What follows belongs to an exercise in optimizing a design on an open flow for small area; a production flow would make more cautious choices. Function was checked by simulation only, so behaviour that the tests miss may differ from the original. Power figures rest on the tool's default switching activity, not on a simulated workload.

## flow/run.sh

```bash
#!/bin/bash
# synth_recipe.tcl (not shown) runs the flow's synth.tcl, then flattens the netlist and writes it again
# the make line also repeats each setting of config.mk as NAME=value (left out here)
make -C /OpenROAD-flow-scripts/flow DESIGN_CONFIG=/design/flow/config.mk WORK_HOME=/design/flow/orfs CLKGATE_MAP_FILE= SYNTH_SCRIPT=/design/flow/synth_recipe.tcl finish
```

## flow/config.mk

```make
export PLATFORM = sky130hd
export DESIGN_NAME = aesPanelTop
export DESIGN_NICKNAME = aesPanelTop
export VERILOG_FILES = /design/flow/design.v
export SDC_FILE = /design/flow/constraint.sdc
export NUM_CORES = 8
export LEC_CHECK = 0
export CAP_MARGIN = 20
export CORE_MARGIN = 2
export CORE_UTILIZATION = 40
export PLACE_DENSITY = 0.6
export SLEW_MARGIN = 20
export SYNTH_HIERARCHICAL = 1
```

## flow/constraint.sdc

```tcl
create_clock -name core_clock -period 10.0 [get_ports {clk}]
set_input_delay 2.0000 -clock core_clock [delete_from_list [all_inputs] [get_ports {clk}]]
set_output_delay 2.0000 -clock core_clock [all_outputs]
set_load 0.01 [all_outputs]
```

## flow/design.v

```verilog
`timescale 1ns/1ps
module aesInv (
	input  logic a,
	output logic y
);
	assign y = ~a;
endmodule
module aesNand2 (
	input  logic a,
	input  logic b,
	output logic y
);
	assign y = ~(a & b);
endmodule
module aesNor2 (
	input  logic a,
	input  logic b,
	output logic y
);
	assign y = ~(a | b);
endmodule
module aesNand3 (
	input  logic a,
	input  logic b,
	input  logic c,
	output logic y
);
	assign y = ~(a & b & c);
endmodule
module aesNand4 (
	input  logic a,
	input  logic b,
	input  logic c,
	input  logic d,
	output logic y
);
	assign y = ~(a & b & c & d);
endmodule
module aesAnd2 (
	input  logic a,
	input  logic b,
	output logic y
);
	assign y = a & b;
endmodule
module aesOr2 (
	input  logic a,
	input  logic b,
	output logic y
);
	assign y = a | b;
endmodule
module aesXor2 (
	input  logic a,
	input  logic b,
	output logic y
);
	assign y = a ^ b;
endmodule
module aesXnor2 (
	input  logic a,
	input  logic b,
	output logic y
);
	assign y = ~(a ^ b);
endmodule
module aesAo21 (
	input  logic a1,
	input  logic a2,
	input  logic b,
	output logic y
);
	assign y = (a1 & a2) | b;
endmodule
module aesAo22 (
	input  logic a1,
	input  logic a2,
	input  logic b1,
	input  logic b2,
	output logic y
);
	assign y = (a1 & a2) | (b1 & b2);
endmodule
module aesAnd3 (
	input  logic a,
	input  logic b,
	input  logic c,
	output logic y
);
	assign y = a & b & c;
endmodule
module aesAnd4 (
	input  logic a,
	input  logic b,
	input  logic c,
	input  logic d,
	output logic y
);
	assign y = a & b & c & d;
endmodule
module aesAnd3b (
	input  logic an,
	input  logic b,
	input  logic c,
	output logic y
);
	assign y = ~an & b & c;
endmodule
module aesOr3 (
	input  logic a,
	input  logic b,
	input  logic c,
	output logic y
);
	assign y = a | b | c;
endmodule
module aesOr4 (
	input  logic a,
	input  logic b,
	input  logic c,
	input  logic d,
	output logic y
);
	assign y = a | b | c | d;
endmodule
module aesNand2b (
	input  logic an,
	input  logic b,
	output logic y
);
	assign y = ~(~an & b);
endmodule
module aesNand3b (
	input  logic an,
	input  logic b,
	input  logic c,
	output logic y
);
	assign y = ~(~an & b & c);
endmodule
module aesO21ai (
	input  logic a1,
	input  logic a2,
	input  logic b,
	output logic y
);
	assign y = ~((a1 | a2) & b);
endmodule
module aesO22ai (
	input  logic a1,
	input  logic a2,
	input  logic b1,
	input  logic b2,
	output logic y
);
	assign y = ~((a1 | a2) & (b1 | b2));
endmodule
module aesMux2i (
	input  logic a0,
	input  logic a1,
	input  logic s,
	output logic y
);
	assign y = ~(s ? a1 : a0);
endmodule
module aesAoi222 (
	input  logic a1,
	input  logic a2,
	input  logic b1,
	input  logic b2,
	input  logic c1,
	input  logic c2,
	output logic y
);
	assign y = ~((a1 & a2) | (b1 & b2) | (c1 & c2));
endmodule
module aesDec16n (
	input  logic [3:0]  aN,
	output logic [15:0] y
);
	logic [3:0] a;
	logic [3:0] lo;
	logic [3:0] hi;
	for (genvar i = 0; i < 4; i++) begin : gInv
		aesInv uInv (.a(aN[i]), .y(a[i]));
	end
	for (genvar k = 0; k < 4; k++) begin : gPre
		aesNand2 uLo (.a(((k >> 1) & 1) ? a[1] : aN[1]), .b((k & 1) ? a[0] : aN[0]), .y(lo[k]));
		aesNand2 uHi (.a(((k >> 1) & 1) ? a[3] : aN[3]), .b((k & 1) ? a[2] : aN[2]), .y(hi[k]));
	end
	for (genvar i = 0; i < 16; i++) begin : gOut
		aesNor2 uOut (.a(lo[i % 4]), .b(hi[i / 4]), .y(y[i]));
	end
endmodule
module aesSel16 (
	input  logic [15:0]  sel,
	input  logic [127:0] d,
	output logic [7:0]   y
);
	for (genvar b = 0; b < 8; b++) begin : gBit
		logic [5:0] t;
		logic [1:0] n;
		for (genvar k = 0; k < 5; k++) begin : gTri
			aesAoi222 uAoi (
				.a1(sel[3 * k]),     .a2(d[24 * k + b]),
				.b1(sel[3 * k + 1]), .b2(d[24 * k + 8 + b]),
				.c1(sel[3 * k + 2]), .c2(d[24 * k + 16 + b]),
				.y(t[k])
			);
		end
		aesNand2 uLast (.a(sel[15]), .b(d[120 + b]), .y(t[5]));
		aesNand4 uN0 (.a(t[0]), .b(t[1]), .c(t[2]), .d(t[3]), .y(n[0]));
		aesNand2 uN1 (.a(t[4]), .b(t[5]), .y(n[1]));
		aesOr2 uOr (.a(n[0]), .b(n[1]), .y(y[b]));
	end
endmodule
module aesSel4 (
	input  logic [3:0]  sel,
	input  logic [31:0] d,
	output logic [7:0]  y
);
	for (genvar b = 0; b < 8; b++) begin : gBit
		logic [1:0] t;
		aesAoi222 uAoi (
			.a1(sel[0]), .a2(d[b]),
			.b1(sel[1]), .b2(d[8 + b]),
			.c1(sel[2]), .c2(d[16 + b]),
			.y(t[0])
		);
		aesNand2 uLast (.a(sel[3]), .b(d[24 + b]), .y(t[1]));
		aesNand2 uOut (.a(t[0]), .b(t[1]), .y(y[b]));
	end
endmodule
module aesSboxN (
	input  logic [7:0] dinN,
	output logic [7:0] dout
);
	logic U0, U1, U2, U3, U4, U5, U6, U7;
	logic T1, T2, T3, T4, T5, T6, T7, T8, T9, T10, T11, T12;
	logic T13, T14, T15, T16, T17, T18, T19, T20, T21, T22, T23, T24;
	logic T25, T26, T27, M1, M2, M3, M4, M5, M6, M7, M8, M9;
	logic M10, M11, M12, M13, M14, M15, M16, M17, M18, M19, M20, M21;
	logic M22, M23, M24, M25, M26, M27, M28, M29, M30, M31, M32, M33;
	logic M34, M35, M36, M37, M38, M39, M40, M41, M42, M43, M44, M45;
	logic M46, M47, M48, M49, M50, M51, M52, M53, M54, M55, M56, M57;
	logic M58, M59, M60, M61, M62, M63, L0, L1, L2, L3, L4, L5;
	logic L6, L7, L8, L9, L10, L11, L12, L13, L14, L15, L16, L17;
	logic L18, L19, L20, L21, L22, L23, L24, L25, L26, L27, L28, L29;
	assign {U0, U1, U2, U3, U4, U5, U6, U7} = dinN;
	aesXor2 gT1 (.a(U0), .b(U3), .y(T1));
	aesXor2 gT2 (.a(U0), .b(U5), .y(T2));
	aesXor2 gT3 (.a(U0), .b(U6), .y(T3));
	aesXor2 gT4 (.a(U3), .b(U5), .y(T4));
	aesXor2 gT5 (.a(U4), .b(U6), .y(T5));
	aesXor2 gT6 (.a(T1), .b(T5), .y(T6));
	aesXor2 gT7 (.a(U1), .b(U2), .y(T7));
	aesXnor2 gT8 (.a(U7), .b(T6), .y(T8));
	aesXnor2 gT9 (.a(U7), .b(T7), .y(T9));
	aesXor2 gT10 (.a(T6), .b(T7), .y(T10));
	aesXor2 gT11 (.a(U1), .b(U5), .y(T11));
	aesXor2 gT12 (.a(U2), .b(U5), .y(T12));
	aesXor2 gT13 (.a(T3), .b(T4), .y(T13));
	aesXor2 gT14 (.a(T6), .b(T11), .y(T14));
	aesXor2 gT15 (.a(T5), .b(T11), .y(T15));
	aesXor2 gT16 (.a(T5), .b(T12), .y(T16));
	aesXor2 gT17 (.a(T9), .b(T16), .y(T17));
	aesXor2 gT18 (.a(U3), .b(U7), .y(T18));
	aesXnor2 gT19 (.a(T7), .b(T18), .y(T19));
	aesXnor2 gT20 (.a(T1), .b(T19), .y(T20));
	aesXor2 gT21 (.a(U6), .b(U7), .y(T21));
	aesXor2 gT22 (.a(T7), .b(T21), .y(T22));
	aesXor2 gT23 (.a(T2), .b(T22), .y(T23));
	aesXor2 gT24 (.a(T2), .b(T10), .y(T24));
	aesXor2 gT25 (.a(T20), .b(T17), .y(T25));
	aesXor2 gT26 (.a(T3), .b(T16), .y(T26));
	aesXor2 gT27 (.a(T1), .b(T12), .y(T27));
	aesNand2 gM1 (.a(T13), .b(T6), .y(M1));
	aesNand2 gM2 (.a(T23), .b(T8), .y(M2));
	aesXnor2 gM3 (.a(T14), .b(M1), .y(M3));
	aesNor2 gM4 (.a(T19), .b(U7), .y(M4));
	aesXnor2 gM5 (.a(M4), .b(M1), .y(M5));
	aesNand2 gM6 (.a(T3), .b(T16), .y(M6));
	aesNand2 gM7 (.a(T22), .b(T9), .y(M7));
	aesXnor2 gM8 (.a(T26), .b(M6), .y(M8));
	aesNand2 gM9 (.a(T20), .b(T17), .y(M9));
	aesXor2 gM10 (.a(M9), .b(M6), .y(M10));
	aesNand2 gM11 (.a(T1), .b(T15), .y(M11));
	aesNand2 gM12 (.a(T4), .b(T27), .y(M12));
	aesXor2 gM13 (.a(M12), .b(M11), .y(M13));
	aesNand2 gM14 (.a(T2), .b(T10), .y(M14));
	aesXor2 gM15 (.a(M14), .b(M11), .y(M15));
	aesXnor2 gM16 (.a(M3), .b(M2), .y(M16));
	aesXor2 gM17 (.a(M5), .b(T24), .y(M17));
	aesXnor2 gM18 (.a(M8), .b(M7), .y(M18));
	aesXor2 gM19 (.a(M10), .b(M15), .y(M19));
	aesXor2 gM20 (.a(M16), .b(M13), .y(M20));
	aesXor2 gM21 (.a(M17), .b(M15), .y(M21));
	aesXor2 gM22 (.a(M18), .b(M13), .y(M22));
	aesXor2 gM23 (.a(M19), .b(T25), .y(M23));
	aesXnor2 gM24 (.a(M22), .b(M23), .y(M24));
	aesNand2 gM25 (.a(M22), .b(M20), .y(M25));
	aesXor2 gM26 (.a(M21), .b(M25), .y(M26));
	aesXnor2 gM27 (.a(M20), .b(M21), .y(M27));
	aesXor2 gM28 (.a(M23), .b(M25), .y(M28));
	aesNor2 gM29 (.a(M28), .b(M27), .y(M29));
	aesNor2 gM30 (.a(M26), .b(M24), .y(M30));
	aesNand2 gM31 (.a(M20), .b(M23), .y(M31));
	aesNor2 gM32 (.a(M27), .b(M31), .y(M32));
	aesXor2 gM33 (.a(M27), .b(M25), .y(M33));
	aesNand2 gM34 (.a(M21), .b(M22), .y(M34));
	aesNor2 gM35 (.a(M24), .b(M34), .y(M35));
	aesXor2 gM36 (.a(M24), .b(M25), .y(M36));
	aesXor2 gM37 (.a(M21), .b(M29), .y(M37));
	aesXor2 gM38 (.a(M32), .b(M33), .y(M38));
	aesXnor2 gM39 (.a(M23), .b(M30), .y(M39));
	aesXor2 gM40 (.a(M35), .b(M36), .y(M40));
	aesXor2 gM41 (.a(M38), .b(M40), .y(M41));
	aesXnor2 gM42 (.a(M37), .b(M39), .y(M42));
	aesXor2 gM43 (.a(M37), .b(M38), .y(M43));
	aesXnor2 gM44 (.a(M39), .b(M40), .y(M44));
	aesXor2 gM45 (.a(M42), .b(M41), .y(M45));
	aesNand2 gM46 (.a(M44), .b(T6), .y(M46));
	aesNand2 gM47 (.a(M40), .b(T8), .y(M47));
	aesNor2 gM48 (.a(M39), .b(U7), .y(M48));
	aesNand2 gM49 (.a(M43), .b(T16), .y(M49));
	aesNand2 gM50 (.a(M38), .b(T9), .y(M50));
	aesNand2 gM51 (.a(M37), .b(T17), .y(M51));
	aesNand2 gM52 (.a(M42), .b(T15), .y(M52));
	aesNand2 gM53 (.a(M45), .b(T27), .y(M53));
	aesNand2 gM54 (.a(M41), .b(T10), .y(M54));
	aesNand2 gM55 (.a(M44), .b(T13), .y(M55));
	aesNand2 gM56 (.a(M40), .b(T23), .y(M56));
	aesNor2 gM57 (.a(M39), .b(T19), .y(M57));
	aesNand2 gM58 (.a(M43), .b(T3), .y(M58));
	aesNand2 gM59 (.a(M38), .b(T22), .y(M59));
	aesNand2 gM60 (.a(M37), .b(T20), .y(M60));
	aesNand2 gM61 (.a(M42), .b(T1), .y(M61));
	aesNand2 gM62 (.a(M45), .b(T4), .y(M62));
	aesNand2 gM63 (.a(M41), .b(T2), .y(M63));
	aesXor2 gL0 (.a(M61), .b(M62), .y(L0));
	aesXor2 gL1 (.a(M50), .b(M56), .y(L1));
	aesXnor2 gL2 (.a(M46), .b(M48), .y(L2));
	aesXor2 gL3 (.a(M47), .b(M55), .y(L3));
	aesXor2 gL4 (.a(M54), .b(M58), .y(L4));
	aesXor2 gL5 (.a(M49), .b(M61), .y(L5));
	aesXnor2 gL6 (.a(M62), .b(L5), .y(L6));
	aesXnor2 gL7 (.a(M46), .b(L3), .y(L7));
	aesXor2 gL8 (.a(M51), .b(M59), .y(L8));
	aesXor2 gL9 (.a(M52), .b(M53), .y(L9));
	aesXnor2 gL10 (.a(M53), .b(L4), .y(L10));
	aesXnor2 gL11 (.a(M60), .b(L2), .y(L11));
	aesXnor2 gL12 (.a(M48), .b(M51), .y(L12));
	aesXnor2 gL13 (.a(M50), .b(L0), .y(L13));
	aesXor2 gL14 (.a(M52), .b(M61), .y(L14));
	aesXnor2 gL15 (.a(M55), .b(L1), .y(L15));
	aesXnor2 gL16 (.a(M56), .b(L0), .y(L16));
	aesXor2 gL17 (.a(M57), .b(L1), .y(L17));
	aesXnor2 gL18 (.a(M58), .b(L8), .y(L18));
	aesXnor2 gL19 (.a(M63), .b(L4), .y(L19));
	aesXor2 gL20 (.a(L0), .b(L1), .y(L20));
	aesXor2 gL21 (.a(L1), .b(L7), .y(L21));
	aesXor2 gL22 (.a(L3), .b(L12), .y(L22));
	aesXor2 gL23 (.a(L18), .b(L2), .y(L23));
	aesXor2 gL24 (.a(L15), .b(L9), .y(L24));
	aesXor2 gL25 (.a(L6), .b(L10), .y(L25));
	aesXor2 gL26 (.a(L7), .b(L9), .y(L26));
	aesXor2 gL27 (.a(L8), .b(L10), .y(L27));
	aesXor2 gL28 (.a(L11), .b(L14), .y(L28));
	aesXor2 gL29 (.a(L11), .b(L17), .y(L29));
	aesXor2 gS0 (.a(L6), .b(L24), .y(dout[7]));
	aesXnor2 gS1 (.a(L16), .b(L26), .y(dout[6]));
	aesXnor2 gS2 (.a(L19), .b(L28), .y(dout[5]));
	aesXor2 gS3 (.a(L6), .b(L21), .y(dout[4]));
	aesXor2 gS4 (.a(L20), .b(L22), .y(dout[3]));
	aesXor2 gS5 (.a(L25), .b(L29), .y(dout[2]));
	aesXnor2 gS6 (.a(L13), .b(L27), .y(dout[1]));
	aesXnor2 gS7 (.a(L6), .b(L23), .y(dout[0]));
endmodule
`timescale 1ns/1ps
module encryptCtrl (
	input  logic clk,
	input  logic rstN,
	input  logic set,
	input  logic lastStep,
	output logic start,
	output logic busy,
	output logic cipherValid
);
	logic setQ;
	logic setN;
	logic setQNext;
	logic busyKeep;
	logic busyNext;
	logic validSet;
	logic validNext;
	aesAnd3b uStart (.an(set), .b(rstN), .c(setQ), .y(start));
	aesAnd2 uSetQ (.a(rstN), .b(set), .y(setQNext));
	aesAnd3b uKeep (.an(lastStep), .b(busy), .c(rstN), .y(busyKeep));
	aesOr2 uBusy (.a(start), .b(busyKeep), .y(busyNext));
	aesInv uSetN (.a(set), .y(setN));
	aesAo21 uValid (.a1(cipherValid), .a2(setN), .b(lastStep), .y(validSet));
	aesAnd3b uValidNext (.an(start), .b(rstN), .c(validSet), .y(validNext));
	always_ff @(posedge clk) begin
		setQ        <= setQNext;
		busy        <= busyNext;
		cipherValid <= validNext;
	end
endmodule
`timescale 1ns/1ps
module roundCounter (
	input  logic       clk,
	input  logic       start,
	input  logic       busy,
	input  logic [3:0] curPhase,
	output logic       lastStep,
	output logic       loadState,
	output logic       stateSbox,
	output logic       stateSum,
	output logic       opKey,
	output logic       opByte,
	output logic       opDouble,
	output logic       sboxKeyLo,
	output logic       sboxKeyHi,
	output logic       sboxData,
	output logic [3:0] readIdxN,
	output logic [3:0] readPhaseN,
	output logic       keyLoad,
	output logic       keyKeep,
	output logic       mixSbox,
	output logic       mixPrev,
	output logic       mixRcon,
	output logic [7:0] rcon,
	output logic [3:0] tapSel
);
	logic [3:0] slot;
	logic [2:0] rev;
	logic [3:0] roundNum;
	logic [3:0] slotNext;
	logic [2:0] revNext;
	logic [3:0] roundNext;
	logic       revEn;
	logic       roundEn;
	logic s10, s210, slotAll, revEnd;
	logic slotX1, slotX2, slotX3;
	aesAnd2 uS10 (.a(slot[1]), .b(slot[0]), .y(s10));
	aesAnd2 uS210 (.a(s10), .b(slot[2]), .y(s210));
	aesAnd2 uSAll (.a(s210), .b(slot[3]), .y(slotAll));
	aesXnor2 uSX1 (.a(slot[1]), .b(slot[0]), .y(slotX1));
	aesXnor2 uSX2 (.a(slot[2]), .b(s10), .y(slotX2));
	aesXnor2 uSX3 (.a(slot[3]), .b(s210), .y(slotX3));
	aesNor2 uSN0 (.a(slot[0]), .b(start), .y(slotNext[0]));
	aesNor2 uSN1 (.a(slotX1), .b(start), .y(slotNext[1]));
	aesNor2 uSN2 (.a(slotX2), .b(start), .y(slotNext[2]));
	aesNor2 uSN3 (.a(slotX3), .b(start), .y(slotNext[3]));
	aesAnd2 uRevEnd (.a(busy), .b(slotAll), .y(revEnd));
	logic r0N, r0, r20N, r10, rev6, rev3, revAN, v21N, v20N, revEN, revCN;
	aesOr4 uR0N (.a(roundNum[0]), .b(roundNum[1]), .c(roundNum[2]), .d(roundNum[3]), .y(r0N));
	aesInv uR0 (.a(r0N), .y(r0));
	aesNor2 uR20 (.a(roundNum[2]), .b(roundNum[0]), .y(r20N));
	aesAnd3 uR10 (.a(roundNum[3]), .b(roundNum[1]), .c(r20N), .y(r10));
	aesAnd3b uRev6 (.an(rev[0]), .b(rev[1]), .c(rev[2]), .y(rev6));
	aesAnd3b uRev3 (.an(rev[2]), .b(rev[1]), .c(rev[0]), .y(rev3));
	aesOr3 uRevA (.a(rev[0]), .b(rev[1]), .c(rev[2]), .y(revAN));
	aesNor2 uV21 (.a(rev[2]), .b(rev[1]), .y(v21N));
	aesNor2 uV20 (.a(rev[2]), .b(rev[0]), .y(v20N));
	aesNand2 uRevE (.a(v21N), .b(rev[0]), .y(revEN));
	aesNand2 uRevC (.a(v20N), .b(rev[1]), .y(revCN));
	logic roundOrSix, nextRound, revClr;
	aesNand2b uROS (.an(rev6), .b(r0N), .y(roundOrSix));
	aesAnd2 uNext (.a(revEnd), .b(roundOrSix), .y(nextRound));
	aesAnd3 uLast (.a(revEnd), .b(r10), .c(rev3), .y(lastStep));
	logic v10, vX1, vX2;
	aesOr2 uRevEn (.a(start), .b(revEnd), .y(revEn));
	aesOr2 uRevClr (.a(start), .b(nextRound), .y(revClr));
	aesAnd2 uV10 (.a(rev[1]), .b(rev[0]), .y(v10));
	aesXnor2 uVX1 (.a(rev[1]), .b(rev[0]), .y(vX1));
	aesXnor2 uVX2 (.a(rev[2]), .b(v10), .y(vX2));
	aesNor2 uVN0 (.a(rev[0]), .b(revClr), .y(revNext[0]));
	aesNor2 uVN1 (.a(vX1), .b(revClr), .y(revNext[1]));
	aesNor2 uVN2 (.a(vX2), .b(revClr), .y(revNext[2]));
	logic q10, q210, qX1, qX2, qX3;
	aesOr2 uRoundEn (.a(start), .b(nextRound), .y(roundEn));
	aesAnd2 uQ10 (.a(roundNum[1]), .b(roundNum[0]), .y(q10));
	aesAnd2 uQ210 (.a(q10), .b(roundNum[2]), .y(q210));
	aesXnor2 uQX1 (.a(roundNum[1]), .b(roundNum[0]), .y(qX1));
	aesXnor2 uQX2 (.a(roundNum[2]), .b(q10), .y(qX2));
	aesXnor2 uQX3 (.a(roundNum[3]), .b(q210), .y(qX3));
	aesNor2 uQN0 (.a(roundNum[0]), .b(start), .y(roundNext[0]));
	aesNor2 uQN1 (.a(qX1), .b(start), .y(roundNext[1]));
	aesNor2 uQN2 (.a(qX2), .b(start), .y(roundNext[2]));
	aesNor2 uQN3 (.a(qX3), .b(start), .y(roundNext[3]));
	always_ff @(posedge clk) begin
		slot <= slotNext;
		if (revEn) begin
			rev <= revNext;
		end
		if (roundEn) begin
			roundNum <= roundNext;
		end
	end
	logic actN, subBytes, expand, rconRev, finalKey, mixRev, mixRevPre, firstCol, firstColN;
	logic keySbox, keySboxN, row3N, row0;
	aesNand2 uActN (.a(busy), .b(r0N), .y(actN));
	aesAnd2 uLoad (.a(busy), .b(r0), .y(loadState));
	aesNand2 uKeep (.a(busy), .b(r0), .y(keyKeep));
	assign keyLoad = loadState;
	aesNor2 uSub (.a(actN), .b(revAN), .y(subBytes));
	aesNor2 uExpand (.a(actN), .b(revEN), .y(expand));
	aesNor2 uRcon (.a(actN), .b(revCN), .y(rconRev));
	aesAnd3 uFinal (.a(busy), .b(r10), .c(rev3), .y(finalKey));
	aesNor2 uMixRevN (.a(actN), .b(r10), .y(mixRevPre));
	aesAnd2 uMixRev (.a(mixRevPre), .b(revAN), .y(mixRev));
	aesNor2 uFirst (.a(slot[3]), .b(slot[2]), .y(firstCol));
	aesOr2 uFirstN (.a(slot[3]), .b(slot[2]), .y(firstColN));
	aesAnd2 uKeySbox (.a(expand), .b(firstCol), .y(keySbox));
	aesNand2 uRow3N (.a(slot[1]), .b(slot[0]), .y(row3N));
	aesNor2 uRow0 (.a(slot[1]), .b(slot[0]), .y(row0));
	assign stateSbox = subBytes;
	aesNor2 uStateSum (.a(loadState), .b(subBytes), .y(stateSum));
	assign opKey = finalKey;
	aesNor2 uSboxLo (.a(keySboxN), .b(row3N), .y(sboxKeyLo));
	aesNand2 uKeySboxN (.a(expand), .b(firstCol), .y(keySboxN));
	aesAnd2 uSboxHi (.a(keySbox), .b(row3N), .y(sboxKeyHi));
	assign sboxData = keySboxN;
	assign mixSbox = keySbox;
	aesAnd2 uMixPrev (.a(expand), .b(firstColN), .y(mixPrev));
	aesAnd2 uMixRcon (.a(rconRev), .b(row0), .y(mixRcon));
	logic       mixByte, mixDouble;
	logic [3:0] mixIdx;
	scheduleRom uRom (
		.roundNum(roundNum),
		.rev(rev),
		.row(slot[1:0]),
		.finalKey(finalKey),
		.mixByte(mixByte),
		.mixDouble(mixDouble),
		.mixIdx(mixIdx),
		.tapSel(tapSel),
		.rcon(rcon)
	);
	aesAnd2 uOpByte (.a(mixRev), .b(mixByte), .y(opByte));
	aesAnd2 uOpDbl (.a(mixRev), .b(mixDouble), .y(opDouble));
	logic [3:0] dispIdx;
	logic b1, p1, g1, b2, p2, g2, b3, x3, y3;
	aesXnor2 uD0 (.a(curPhase[0]), .b(slot[0]), .y(dispIdx[0]));
	aesAnd2 uB1 (.a(curPhase[0]), .b(slot[0]), .y(b1));
	aesXor2 uP1 (.a(curPhase[1]), .b(slot[1]), .y(p1));
	aesAnd2 uG1 (.a(curPhase[1]), .b(slot[1]), .y(g1));
	aesXnor2 uD1 (.a(p1), .b(b1), .y(dispIdx[1]));
	aesAo21 uB2 (.a1(p1), .a2(b1), .b(g1), .y(b2));
	aesXor2 uP2 (.a(curPhase[2]), .b(slot[2]), .y(p2));
	aesAnd2 uG2 (.a(curPhase[2]), .b(slot[2]), .y(g2));
	aesXnor2 uD2 (.a(p2), .b(b2), .y(dispIdx[2]));
	aesAo21 uB3 (.a1(p2), .a2(b2), .b(g2), .y(b3));
	aesXor2 uX3 (.a(curPhase[3]), .b(curPhase[0]), .y(x3));
	aesXor2 uY3 (.a(slot[3]), .b(b3), .y(y3));
	aesXor2 uD3 (.a(x3), .b(y3), .y(dispIdx[3]));
	for (genvar i = 0; i < 4; i++) begin : gIdx
		aesMux2i uIdx (.a0(dispIdx[i]), .a1(mixIdx[i]), .s(mixRev), .y(readIdxN[i]));
	end
	logic [3:0] slotN;
	for (genvar i = 0; i < 4; i++) begin : gPhase
		aesInv uSlotN (.a(slot[i]), .y(slotN[i]));
		aesMux2i uPh (.a0(curPhase[i]), .a1(slotN[i]), .s(loadState), .y(readPhaseN[i]));
	end
endmodule
module scheduleRom (
	input  logic [3:0] roundNum,
	input  logic [2:0] rev,
	input  logic [1:0] row,
	input  logic       finalKey,
	output logic       mixByte,
	output logic       mixDouble,
	output logic [3:0] mixIdx,
	output logic [3:0] tapSel,
	output logic [7:0] rcon
);
	logic [1:0] tapNum;
	always_comb begin
		mixByte   = 1'b0;
		mixDouble = 1'b0;
		mixIdx    = 4'd0;
		case ({roundNum[1:0], rev, row})
			{2'd0, 3'd1, 2'd0}: begin mixByte = 1'b1; mixDouble = 1'b0; mixIdx = 4'd3; end
			{2'd1, 3'd1, 2'd0}: begin mixByte = 1'b1; mixDouble = 1'b0; mixIdx = 4'd15; end
			{2'd2, 3'd1, 2'd0}: begin mixByte = 1'b1; mixDouble = 1'b0; mixIdx = 4'd11; end
			{2'd3, 3'd1, 2'd0}: begin mixByte = 1'b1; mixDouble = 1'b0; mixIdx = 4'd7; end
			{2'd0, 3'd1, 2'd1}: begin mixByte = 1'b1; mixDouble = 1'b0; mixIdx = 4'd2; end
			{2'd1, 3'd1, 2'd1}: begin mixByte = 1'b1; mixDouble = 1'b0; mixIdx = 4'd10; end
			{2'd2, 3'd1, 2'd1}: begin mixByte = 1'b1; mixDouble = 1'b0; mixIdx = 4'd2; end
			{2'd3, 3'd1, 2'd1}: begin mixByte = 1'b1; mixDouble = 1'b0; mixIdx = 4'd10; end
			{2'd0, 3'd1, 2'd2}: begin mixByte = 1'b1; mixDouble = 1'b0; mixIdx = 4'd1; end
			{2'd1, 3'd1, 2'd2}: begin mixByte = 1'b1; mixDouble = 1'b0; mixIdx = 4'd5; end
			{2'd2, 3'd1, 2'd2}: begin mixByte = 1'b1; mixDouble = 1'b0; mixIdx = 4'd9; end
			{2'd3, 3'd1, 2'd2}: begin mixByte = 1'b1; mixDouble = 1'b0; mixIdx = 4'd13; end
			{2'd0, 3'd2, 2'd0}: begin mixByte = 1'b1; mixDouble = 1'b0; mixIdx = 4'd2; end
			{2'd1, 3'd2, 2'd0}: begin mixByte = 1'b1; mixDouble = 1'b0; mixIdx = 4'd10; end
			{2'd2, 3'd2, 2'd0}: begin mixByte = 1'b1; mixDouble = 1'b0; mixIdx = 4'd2; end
			{2'd3, 3'd2, 2'd0}: begin mixByte = 1'b1; mixDouble = 1'b0; mixIdx = 4'd10; end
			{2'd0, 3'd2, 2'd3}: begin mixByte = 1'b0; mixDouble = 1'b1; mixIdx = 4'd15; end
			{2'd1, 3'd2, 2'd3}: begin mixByte = 1'b0; mixDouble = 1'b1; mixIdx = 4'd11; end
			{2'd2, 3'd2, 2'd3}: begin mixByte = 1'b0; mixDouble = 1'b1; mixIdx = 4'd7; end
			{2'd3, 3'd2, 2'd3}: begin mixByte = 1'b0; mixDouble = 1'b1; mixIdx = 4'd3; end
			{2'd0, 3'd3, 2'd1}: begin mixByte = 1'b1; mixDouble = 1'b0; mixIdx = 4'd15; end
			{2'd1, 3'd3, 2'd1}: begin mixByte = 1'b1; mixDouble = 1'b0; mixIdx = 4'd11; end
			{2'd2, 3'd3, 2'd1}: begin mixByte = 1'b1; mixDouble = 1'b0; mixIdx = 4'd7; end
			{2'd3, 3'd3, 2'd1}: begin mixByte = 1'b1; mixDouble = 1'b0; mixIdx = 4'd3; end
			{2'd0, 3'd3, 2'd2}: begin mixByte = 1'b0; mixDouble = 1'b1; mixIdx = 4'd14; end
			{2'd1, 3'd3, 2'd2}: begin mixByte = 1'b0; mixDouble = 1'b1; mixIdx = 4'd6; end
			{2'd2, 3'd3, 2'd2}: begin mixByte = 1'b0; mixDouble = 1'b1; mixIdx = 4'd14; end
			{2'd3, 3'd3, 2'd2}: begin mixByte = 1'b0; mixDouble = 1'b1; mixIdx = 4'd6; end
			{2'd0, 3'd3, 2'd3}: begin mixByte = 1'b0; mixDouble = 1'b1; mixIdx = 4'd13; end
			{2'd1, 3'd3, 2'd3}: begin mixByte = 1'b0; mixDouble = 1'b1; mixIdx = 4'd1; end
			{2'd2, 3'd3, 2'd3}: begin mixByte = 1'b0; mixDouble = 1'b1; mixIdx = 4'd5; end
			{2'd3, 3'd3, 2'd3}: begin mixByte = 1'b0; mixDouble = 1'b1; mixIdx = 4'd9; end
			{2'd0, 3'd4, 2'd0}: begin mixByte = 1'b0; mixDouble = 1'b1; mixIdx = 4'd1; end
			{2'd1, 3'd4, 2'd0}: begin mixByte = 1'b0; mixDouble = 1'b1; mixIdx = 4'd5; end
			{2'd2, 3'd4, 2'd0}: begin mixByte = 1'b0; mixDouble = 1'b1; mixIdx = 4'd9; end
			{2'd3, 3'd4, 2'd0}: begin mixByte = 1'b0; mixDouble = 1'b1; mixIdx = 4'd13; end
			{2'd0, 3'd4, 2'd3}: begin mixByte = 1'b1; mixDouble = 1'b0; mixIdx = 4'd14; end
			{2'd1, 3'd4, 2'd3}: begin mixByte = 1'b1; mixDouble = 1'b0; mixIdx = 4'd6; end
			{2'd2, 3'd4, 2'd3}: begin mixByte = 1'b1; mixDouble = 1'b0; mixIdx = 4'd14; end
			{2'd3, 3'd4, 2'd3}: begin mixByte = 1'b1; mixDouble = 1'b0; mixIdx = 4'd6; end
			{2'd0, 3'd5, 2'd1}: begin mixByte = 1'b1; mixDouble = 1'b0; mixIdx = 4'd15; end
			{2'd1, 3'd5, 2'd1}: begin mixByte = 1'b1; mixDouble = 1'b0; mixIdx = 4'd11; end
			{2'd2, 3'd5, 2'd1}: begin mixByte = 1'b1; mixDouble = 1'b0; mixIdx = 4'd7; end
			{2'd3, 3'd5, 2'd1}: begin mixByte = 1'b1; mixDouble = 1'b0; mixIdx = 4'd3; end
			{2'd0, 3'd5, 2'd2}: begin mixByte = 1'b1; mixDouble = 1'b0; mixIdx = 4'd1; end
			{2'd1, 3'd5, 2'd2}: begin mixByte = 1'b1; mixDouble = 1'b0; mixIdx = 4'd5; end
			{2'd2, 3'd5, 2'd2}: begin mixByte = 1'b1; mixDouble = 1'b0; mixIdx = 4'd9; end
			{2'd3, 3'd5, 2'd2}: begin mixByte = 1'b1; mixDouble = 1'b0; mixIdx = 4'd13; end
			{2'd0, 3'd6, 2'd0}: begin mixByte = 1'b1; mixDouble = 1'b0; mixIdx = 4'd2; end
			{2'd1, 3'd6, 2'd0}: begin mixByte = 1'b1; mixDouble = 1'b0; mixIdx = 4'd10; end
			{2'd2, 3'd6, 2'd0}: begin mixByte = 1'b1; mixDouble = 1'b0; mixIdx = 4'd2; end
			{2'd3, 3'd6, 2'd0}: begin mixByte = 1'b1; mixDouble = 1'b0; mixIdx = 4'd10; end
			{2'd0, 3'd6, 2'd1}: begin mixByte = 1'b1; mixDouble = 1'b0; mixIdx = 4'd2; end
			{2'd1, 3'd6, 2'd1}: begin mixByte = 1'b1; mixDouble = 1'b0; mixIdx = 4'd10; end
			{2'd2, 3'd6, 2'd1}: begin mixByte = 1'b1; mixDouble = 1'b0; mixIdx = 4'd2; end
			{2'd3, 3'd6, 2'd1}: begin mixByte = 1'b1; mixDouble = 1'b0; mixIdx = 4'd10; end
			default: ;
		endcase
	end
	always_comb begin
		case ({finalKey, roundNum[1:0], row})
			{1'b0, 2'd0, 2'd0}: tapNum = 2'd0;
			{1'b0, 2'd0, 2'd1}: tapNum = 2'd1;
			{1'b0, 2'd0, 2'd2}: tapNum = 2'd2;
			{1'b0, 2'd0, 2'd3}: tapNum = 2'd3;
			{1'b0, 2'd1, 2'd0}: tapNum = 2'd0;
			{1'b0, 2'd1, 2'd1}: tapNum = 2'd0;
			{1'b0, 2'd1, 2'd2}: tapNum = 2'd0;
			{1'b0, 2'd1, 2'd3}: tapNum = 2'd0;
			{1'b0, 2'd2, 2'd0}: tapNum = 2'd0;
			{1'b0, 2'd2, 2'd1}: tapNum = 2'd3;
			{1'b0, 2'd2, 2'd2}: tapNum = 2'd2;
			{1'b0, 2'd2, 2'd3}: tapNum = 2'd1;
			{1'b0, 2'd3, 2'd0}: tapNum = 2'd0;
			{1'b0, 2'd3, 2'd1}: tapNum = 2'd2;
			{1'b0, 2'd3, 2'd2}: tapNum = 2'd0;
			{1'b0, 2'd3, 2'd3}: tapNum = 2'd2;
			{1'b1, 2'd0, 2'd0}: tapNum = 2'd0;
			{1'b1, 2'd0, 2'd1}: tapNum = 2'd2;
			{1'b1, 2'd0, 2'd2}: tapNum = 2'd0;
			{1'b1, 2'd0, 2'd3}: tapNum = 2'd2;
			{1'b1, 2'd1, 2'd0}: tapNum = 2'd0;
			{1'b1, 2'd1, 2'd1}: tapNum = 2'd2;
			{1'b1, 2'd1, 2'd2}: tapNum = 2'd0;
			{1'b1, 2'd1, 2'd3}: tapNum = 2'd2;
			{1'b1, 2'd2, 2'd0}: tapNum = 2'd0;
			{1'b1, 2'd2, 2'd1}: tapNum = 2'd2;
			{1'b1, 2'd2, 2'd2}: tapNum = 2'd0;
			{1'b1, 2'd2, 2'd3}: tapNum = 2'd2;
			{1'b1, 2'd3, 2'd0}: tapNum = 2'd0;
			{1'b1, 2'd3, 2'd1}: tapNum = 2'd2;
			{1'b1, 2'd3, 2'd2}: tapNum = 2'd0;
			{1'b1, 2'd3, 2'd3}: tapNum = 2'd2;
			default: tapNum = 2'd0;
		endcase
		for (int i = 0; i < 4; i++) begin
			tapSel[i] = (tapNum == 2'(i));
		end
	end
	always_comb begin
		case (roundNum)
			4'd1:    rcon = 8'h01;
			4'd2:    rcon = 8'h02;
			4'd3:    rcon = 8'h04;
			4'd4:    rcon = 8'h08;
			4'd5:    rcon = 8'h10;
			4'd6:    rcon = 8'h20;
			4'd7:    rcon = 8'h40;
			4'd8:    rcon = 8'h80;
			4'd9:    rcon = 8'h1b;
			4'd10:   rcon = 8'h36;
			default: rcon = 8'h00;
		endcase
	end
endmodule
`timescale 1ns/1ps
module keySchedule (
	input  logic         clk,
	input  logic [127:0] cipherKey,
	input  logic [15:0]  loadSel,
	input  logic         keyLoad,
	input  logic         keyKeep,
	input  logic         mixSbox,
	input  logic         mixPrev,
	input  logic         mixRcon,
	input  logic [7:0]   rcon,
	input  logic [3:0]   tapSel,
	input  logic [7:0]   sboxOut,
	output logic [7:0]   keyByteLo,
	output logic [7:0]   keyByteHi,
	output logic [7:0]   keyTap
);
	logic [127:0] ring;
	logic [7:0]   keyByte;
	logic [7:0]   mixInN;
	logic [7:0]   expanded;
	logic [7:0]   keyIn;
	aesSel16 uLoad (.sel(loadSel), .d(cipherKey), .y(keyByte));
	assign keyByteHi = ring[111:104];
	assign keyByteLo = ring[79:72];
	aesSel4 uTap (.sel(tapSel), .d({ring[103:96], ring[71:64], ring[39:32], ring[7:0]}), .y(keyTap));
	for (genvar b = 0; b < 8; b++) begin : gBit
		aesAoi222 uMix (
			.a1(mixSbox), .a2(sboxOut[b]),
			.b1(mixPrev), .b2(ring[96 + b]),
			.c1(mixRcon), .c2(rcon[b]),
			.y(mixInN[b])
		);
		aesXnor2 uExp (.a(ring[b]), .b(mixInN[b]), .y(expanded[b]));
		aesAo22 uIn (.a1(keyLoad), .a2(keyByte[b]), .b1(keyKeep), .b2(expanded[b]), .y(keyIn[b]));
	end
	always_ff @(posedge clk) begin
		ring <= {keyIn, ring[127:8]};
	end
endmodule
`timescale 1ns/1ps
module roundDatapath (
	input  logic         clk,
	input  logic [7:0]   plainByte,
	input  logic         loadState,
	input  logic         stateSbox,
	input  logic         stateSum,
	input  logic         opKey,
	input  logic         opByte,
	input  logic         opDouble,
	input  logic         sboxKeyLo,
	input  logic         sboxKeyHi,
	input  logic         sboxData,
	input  logic [7:0]   keyByteLo,
	input  logic [7:0]   keyByteHi,
	input  logic [7:0]   keyTap,
	input  logic [15:0]  readSel,
	output logic [7:0]   readByte,
	output logic [7:0]   sboxOut
);
	logic [127:0] ring;
	logic [7:0]   doubled;
	logic [7:0]   operandN;
	logic [7:0]   sum;
	logic [7:0]   keyed;
	logic [7:0]   sboxInN;
	logic [7:0]   stateInN;
	logic [7:0]   stateIn;
	aesSel16 uRead (.sel(readSel), .d(ring), .y(readByte));
	assign doubled[0] = readByte[7];
	assign doubled[2] = readByte[1];
	assign doubled[5] = readByte[4];
	assign doubled[6] = readByte[5];
	assign doubled[7] = readByte[6];
	aesXor2 uDbl1 (.a(readByte[0]), .b(readByte[7]), .y(doubled[1]));
	aesXor2 uDbl3 (.a(readByte[2]), .b(readByte[7]), .y(doubled[3]));
	aesXor2 uDbl4 (.a(readByte[3]), .b(readByte[7]), .y(doubled[4]));
	for (genvar b = 0; b < 8; b++) begin : gBit
		aesAoi222 uOp (
			.a1(opKey),    .a2(keyTap[b]),
			.b1(opByte),   .b2(readByte[b]),
			.c1(opDouble), .c2(doubled[b]),
			.y(operandN[b])
		);
		aesXnor2 uSum (.a(ring[b]), .b(operandN[b]), .y(sum[b]));
		aesXor2 uKeyed (.a(ring[b]), .b(keyTap[b]), .y(keyed[b]));
		aesAoi222 uSbIn (
			.a1(sboxKeyLo), .a2(keyByteLo[b]),
			.b1(sboxKeyHi), .b2(keyByteHi[b]),
			.c1(sboxData),  .c2(keyed[b]),
			.y(sboxInN[b])
		);
		aesAoi222 uIn (
			.a1(loadState), .a2(plainByte[b]),
			.b1(stateSbox), .b2(sboxOut[b]),
			.c1(stateSum),  .c2(sum[b]),
			.y(stateInN[b])
		);
		aesInv uInv (.a(stateInN[b]), .y(stateIn[b]));
	end
	aesSboxN uSbox (.dinN(sboxInN), .dout(sboxOut));
	always_ff @(posedge clk) begin
		ring <= {stateIn, ring[127:8]};
	end
endmodule
`timescale 1ns/1ps
module panelEntry (
	input  logic         clk,
	input  logic         rstN,
	input  logic         set,
	input  logic         buttonU,
	input  logic         buttonD,
	input  logic         buttonL,
	input  logic         buttonR,
	input  logic         cipherValid,
	input  logic [7:0]   cipherByte,
	input  logic [15:0]  phaseSel,
	output logic [7:0]   plainByte,
	output logic [3:0]   curPhase,
	output logic [7:0]   sevenNum
);
	logic [127:0] plainBlock;
	logic         rst;
	logic [7:0]   same;
	logic [8:0]   carry;
	logic [7:0]   editByte;
	logic [7:0]   writeByte;
	logic         edit;
	logic [15:0]  writeEn;
	logic         showPlain;
	logic         showCipher;
	logic [7:0]   display;
	aesSel16 uRead (.sel(phaseSel), .d(plainBlock), .y(plainByte));
	always_ff @(posedge clk) begin
		if (!rstN) begin
			curPhase <= 4'd0;
		end else if (buttonR) begin
			curPhase <= curPhase + 4'd1;
		end else if (buttonL) begin
			curPhase <= curPhase - 4'd1;
		end
	end
	assign carry[0] = 1'b1;
	for (genvar i = 0; i < 8; i++) begin : gEdit
		aesXnor2 uSame (.a(plainByte[i]), .b(buttonU), .y(same[i]));
		if (i == 0) begin : gFirst
			assign carry[1] = same[0];
		end else begin : gNext
			aesAnd2 uCarry (.a(carry[i]), .b(same[i]), .y(carry[i + 1]));
		end
	end
	aesInv uRst (.a(rstN), .y(rst));
	aesNor2 uWr0 (.a(rst), .b(plainByte[0]), .y(writeByte[0]));
	for (genvar i = 1; i < 8; i++) begin : gWrite
		aesXor2 uToggle (.a(plainByte[i]), .b(carry[i]), .y(editByte[i]));
		aesAnd2 uZero (.a(rstN), .b(editByte[i]), .y(writeByte[i]));
	end
	assign editByte[0] = ~plainByte[0];
	assign edit = set && (buttonU || buttonD) && !carry[8];
	for (genvar b = 0; b < 16; b++) begin : gEnable
		aesAo21 uEn (.a1(edit), .a2(phaseSel[b]), .b(rst), .y(writeEn[b]));
	end
	always_ff @(posedge clk) begin
		for (int b = 0; b < 16; b++) begin
			if (writeEn[b]) begin
				plainBlock[8 * b +: 8] <= writeByte;
			end
		end
	end
	assign showPlain  = rstN && set;
	assign showCipher = rstN && !set && cipherValid;
	for (genvar i = 0; i < 8; i++) begin : gShow
		aesAo22 uShow (.a1(showPlain), .a2(plainByte[i]), .b1(showCipher), .b2(cipherByte[i]), .y(display[i]));
	end
	always_ff @(posedge clk) begin
		sevenNum <= display;
	end
endmodule
`timescale 1ns/1ps
module aesPanelTop (
	input  logic         clk,
	input  logic         rstN,
	input  logic         set,
	input  logic         buttonU,
	input  logic         buttonD,
	input  logic         buttonL,
	input  logic         buttonR,
	input  logic [127:0] cipherKey,
	output logic [3:0]   curPhase,
	output logic [7:0]   sevenNum,
	output logic         cipherValid
);
	logic        start;
	logic        busy;
	logic        lastStep;
	logic        loadState;
	logic        stateSbox;
	logic        stateSum;
	logic        opKey;
	logic        opByte;
	logic        opDouble;
	logic        sboxKeyLo;
	logic        sboxKeyHi;
	logic        sboxData;
	logic [3:0]  readIdxN;
	logic [3:0]  readPhaseN;
	logic        keyLoad;
	logic        keyKeep;
	logic        mixSbox;
	logic        mixPrev;
	logic        mixRcon;
	logic [7:0]  rcon;
	logic [3:0]  tapSel;
	logic [15:0] readSel;
	logic [15:0] phaseSel;
	logic [7:0]  plainByte;
	logic [7:0]  readByte;
	logic [7:0]  sboxOut;
	logic [7:0]  keyByteLo;
	logic [7:0]  keyByteHi;
	logic [7:0]  keyTap;
	encryptCtrl uCtrl (
		.clk(clk),
		.rstN(rstN),
		.set(set),
		.lastStep(lastStep),
		.start(start),
		.busy(busy),
		.cipherValid(cipherValid)
	);
	roundCounter uCounter (
		.clk(clk),
		.start(start),
		.busy(busy),
		.curPhase(curPhase),
		.lastStep(lastStep),
		.loadState(loadState),
		.stateSbox(stateSbox),
		.stateSum(stateSum),
		.opKey(opKey),
		.opByte(opByte),
		.opDouble(opDouble),
		.sboxKeyLo(sboxKeyLo),
		.sboxKeyHi(sboxKeyHi),
		.sboxData(sboxData),
		.readIdxN(readIdxN),
		.readPhaseN(readPhaseN),
		.keyLoad(keyLoad),
		.keyKeep(keyKeep),
		.mixSbox(mixSbox),
		.mixPrev(mixPrev),
		.mixRcon(mixRcon),
		.rcon(rcon),
		.tapSel(tapSel)
	);
	aesDec16n uReadDec (.aN(readIdxN), .y(readSel));
	aesDec16n uPhaseDec (.aN(readPhaseN), .y(phaseSel));
	keySchedule uKeys (
		.clk(clk),
		.cipherKey(cipherKey),
		.loadSel(phaseSel),
		.keyLoad(keyLoad),
		.keyKeep(keyKeep),
		.mixSbox(mixSbox),
		.mixPrev(mixPrev),
		.mixRcon(mixRcon),
		.rcon(rcon),
		.tapSel(tapSel),
		.sboxOut(sboxOut),
		.keyByteLo(keyByteLo),
		.keyByteHi(keyByteHi),
		.keyTap(keyTap)
	);
	roundDatapath uDatapath (
		.clk(clk),
		.plainByte(plainByte),
		.loadState(loadState),
		.stateSbox(stateSbox),
		.stateSum(stateSum),
		.opKey(opKey),
		.opByte(opByte),
		.opDouble(opDouble),
		.sboxKeyLo(sboxKeyLo),
		.sboxKeyHi(sboxKeyHi),
		.sboxData(sboxData),
		.keyByteLo(keyByteLo),
		.keyByteHi(keyByteHi),
		.keyTap(keyTap),
		.readSel(readSel),
		.readByte(readByte),
		.sboxOut(sboxOut)
	);
	panelEntry uPanel (
		.clk(clk),
		.rstN(rstN),
		.set(set),
		.buttonU(buttonU),
		.buttonD(buttonD),
		.buttonL(buttonL),
		.buttonR(buttonR),
		.cipherValid(cipherValid),
		.cipherByte(readByte),
		.phaseSel(phaseSel),
		.plainByte(plainByte),
		.curPhase(curPhase),
		.sevenNum(sevenNum)
	);
endmodule
```

==> impl_metrics.tcl <==
set metrics [dict create \
    r2r_end "uKeys.ring[122]" \
    tightest_slew_ps 941 \
    power_w 0.00557 \
    core_area_um2 37700 \
    synth_area_um2 15300 \
    ant_nets 0 \
    rsz0062_at_grt "no" \
    die_height_um 199 \
    die_w_um 199 \
    port_buffers 147 \
    netlist_instances 1201 \
    drv_slew 0 \
    wire_per_inst_um 21.8 \
    leakagePower_nw 7.41 \
    yosysTopAreaCellShare_pct 36.0 \
    fin_setup_tns_ps 0 \
    endpoint "uKeys.ring[122]" \
    cts_setup_buffers 0 \
    synth-seq-cells 410 \
    drt_wl_total_mm 42.2 \
    finClkSkew_ps 29.8 \
    cp.arrival_ps 9410 \
    async_flop_share_pct 0 \
    vias 10752 \
    gp_congestion 0.865 \
    yosysWarnings 12 \
    drt_iter0_markers 1330 \
    synth.distinct_cells 58 \
    r2r_start "uCounter.rev[2]" \
    cts_max_path_buffers 3 \
    ys_top_cells_by_area "dfxtp_1 36%, edfxtp_1 27%, a222oi_1 10%" \
    yosysTopAreaCell "dfxtp_1" \
    antenna_found_initial 1 \
    path_clk_slew_ps 70 \
    initial_core_util_pct 40.6 \
    final_hold_viol_count 0 \
    root_buffer "clkbuf_16" \
    fin_crit_sh_pct 89.6 \
    end_kind "register" \
    cts-hold-fix-buffers 0 \
    die_area_um2 39800 \
    tritoncts "yes" \
    grt_pass1_wl_mm 63.4 \
    area_growth_pct 23.4 \
    hpwlAfterDp_mm 29.9 \
    final_common_cell "dfxtp_1" \
    ys_seq_area_share_pct 62.5 \
    critPathRequiredTime_ps 10450 \
    fillerInstances 3358 \
    drive_gt1_share_pct 7.79 \
    drcViolationCount 0 \
    via_per_inst 5.55 \
    syn_nets 1349 \
    ff_latch_area_um2 9560 \
    synth_flop_cell "dfxtp_1" \
    hold_ws_ps 301 \
    status "timing/DRC/antenna clean" \
    cts_resized 0 \
    critical_path_class "register to register" \
    grt_pass1_vias 10620 \
    hold_class "register to register" \
    max_stage_delay_ps 730 \
    grt_max_degree 28 \
    powerDensity_nw_per_um2 295 \
    maxSlewHeadroom_pct 37.2 \
    path_common_cell "xor2_1" \
    overflow 0 \
    startpoint "uCounter.rev[2]" \
    critPathMaxFanout 18 \
    cap_violations 0 \
    row_count 71 \
    fin_crit_ps 8960 \
    fin_nets 1540 \
    htreeDepth 2 \
    slowest_stage "a222oi_1" \
    cts_buffers 42 \
    synth_enable_flop_cells 135 \
    setup_viol_count_final 0 \
    reg2reg_depth 28 \
    firstDrtPassIters 10 \
    multi_input_area_um2 5430 \
    ir_drop_mv 0.203 \
    fmax_mhz 112 \
    insertion_delay_ps 570 \
    grt_use_total_pct 21.4 \
    r2r_setup_slack_ps 1040 \
    cp-start-kind "register" \
    synth_area_per_cell_um2 12.7 \
    cts.sinks 410 \
    final_cell_mix "275 x dfxtp_1, 160 x a222oi_1, 147 x clkdlybuf4s50_1" \
    ioPinCount 148 \
]
## area by class of cell
class | instances | share of cell area (%)
clock inverter | 16 | 0.790
antenna | 1 | 0.0133
clock buffer | 61 | 6.93
multi-input combinational | 736 | 28.8
sequential | 410 | 50.7
timing repair buffer | 171 | 8.76
tap | 511 | 3.39
inverter | 31 | 0.617
## synthesized netlist by cell type (6+ instances only)
| library cell | number |
|---|---|
| dfxtp_1 | 275 |
| a222oi_1 | 160 |
| edfxtp_1 | 135 |
| nand2_1 | 121 |
| xor2_1 | 88 |
| nor2_1 | 71 |
| xnor2_1 | 67 |
| and2_1 | 39 |
| inv_1 | 31 |
| or2_1 | 29 |
| nand4_1 | 24 |
| a21o_1 | 21 |
| a22o_1 | 19 |
| buf_4 | 17 |
| ha_1 | 12 |
| mux2i_1 | 12 |
| a21oi_1 | 6 |
| nor2b_1 | 6 |
## where the power goes
group / internal, W / switching (W) / total, W
clock: 0.000945 / 0.000657 / 0.00160
combinational: 0.000645 / 0.00117 / 0.00182
sequential: 0.00205 / 0.0000987 / 0.00215
## cells by family (layout without fill, tap and decap cells)
family,after synthesis,in the layout,synth area share [%]
other,0,1,0
muxes,15,15,1.11
AOI/OAI and AO/OA,236,236,14.3
adders and majority gates,13,13,1.11
xor gates and xnor gates,155,155,8.88
DFF,410,410,62.5
buffers and inverters,55,279,1.99
and+or+nand+nor,317,317,10.1
## routing by layer
layer	GRT usage [%]	wire, um	part of all wire [%]
met5	0	13	0.031
met4	9.33	1590	3.8
met3	3.93	2890	6.8
met2	35.8	20100	48
met1	27.2	17600	42
## worst max-delay path: cells and delay by family (launching register included)
family,cells,cell delay (ps)
xor gates and xnor gates,16,4690
AOI/OAI and AO/OA,6,2220
and+or+nand+nor,6,1320
DFF,1,620
## Yosys stat by module, one instance, submodules excluded, a selection
| module | copies in the design | cell area (um^2) | cells inside | flops+latches |
|---|---|---|---|---|
| aesAoi222 | 160 | 10.0 | 1 | 0 |
| aesAnd2 | 34 | 6.26 | 1 | 0 |
| aesNand2b | 1 | 6.26 | 1 | 0 |
| aesNand4 | 24 | 6.26 | 1 | 0 |
| aesMux2i | 8 | 10.0 | 1 | 0 |
| scheduleRom | 1 | 704 | 92 | 0 |
## stage by stage
| step | util (%) | cells | cell area [um^2] | setup WS (ps) |
|---|---|---|---|---|
| floorplan | - | 1201 | 15300 | 2570 |
| global route | 50.0 | 1936 | 18900 | 455 |
| finish | 50.1 | 1937 | 18900 | 1040 |
| detailed placement | 46.2 | 1859 | 17400 | 1020 |
| global placement | 46.2 | 1859 | 17400 | 1210 |
| CTS | 50.0 | 1936 | 18900 | 899 |
## registers in the layout, indices dropped and copies added (netlist names)
signal             flops
uKeys.ring           128
uCounter.rev           3
uDatapath.ring       128
uPanel.sevenNum        8
uPanel.plainBlock    128
uPanel.curPhase        4
uCounter.roundNum      4
uCtrl.busy             1
uCtrl.setQ             1
uCtrl.cipherValid      1
uCounter.slot          4
## worst min-delay path by stage
stage / endpoint / cells after the start / start / slack [ps]
4_1_cts: uKeys.ring[108] / 0 / uKeys.ring[116] / 300
3_3_place_gp: uKeys.ring[0] / 0 / uKeys.ring[8] / 310
3_5_place_dp: uKeys.ring[0] / 0 / uKeys.ring[8] / 310
5_1_grt: uKeys.ring[107] / 0 / uKeys.ring[115] / 310
6_report: uKeys.ring[108] / 0 / uKeys.ring[116] / 300
2_1_floorplan: uKeys.ring[0] / 0 / uKeys.ring[8] / 310

==> port drivers added, routing unchanged <==
Ports are ideal in the flow. The routed layout listed here was re-timed in OpenROAD.
Step 1 sets driving cells, clkbuf_16 on the clock port and buf_2 on the other inputs (assumed; they add their load-dependent delay and slew).
Step 2 times the ports against the registers' clock, not the clock port: input delays grow and output delays shrink by t, the midpoint of the rising clock arrivals with the driver on.
a / b / c = no drivers / after step 1 / after step 2; a / b = the first two.
t (ns): 0.608
slack for setup (ns): 1.036 / 1.036 / 1.036
worst register clock-pin slew, ns: 0.07 / 0.07
After both steps this run still meets setup and hold. For this run, drivers alone change the setup slack by 0.000 ns; drivers and shift together by 0.000 ns.
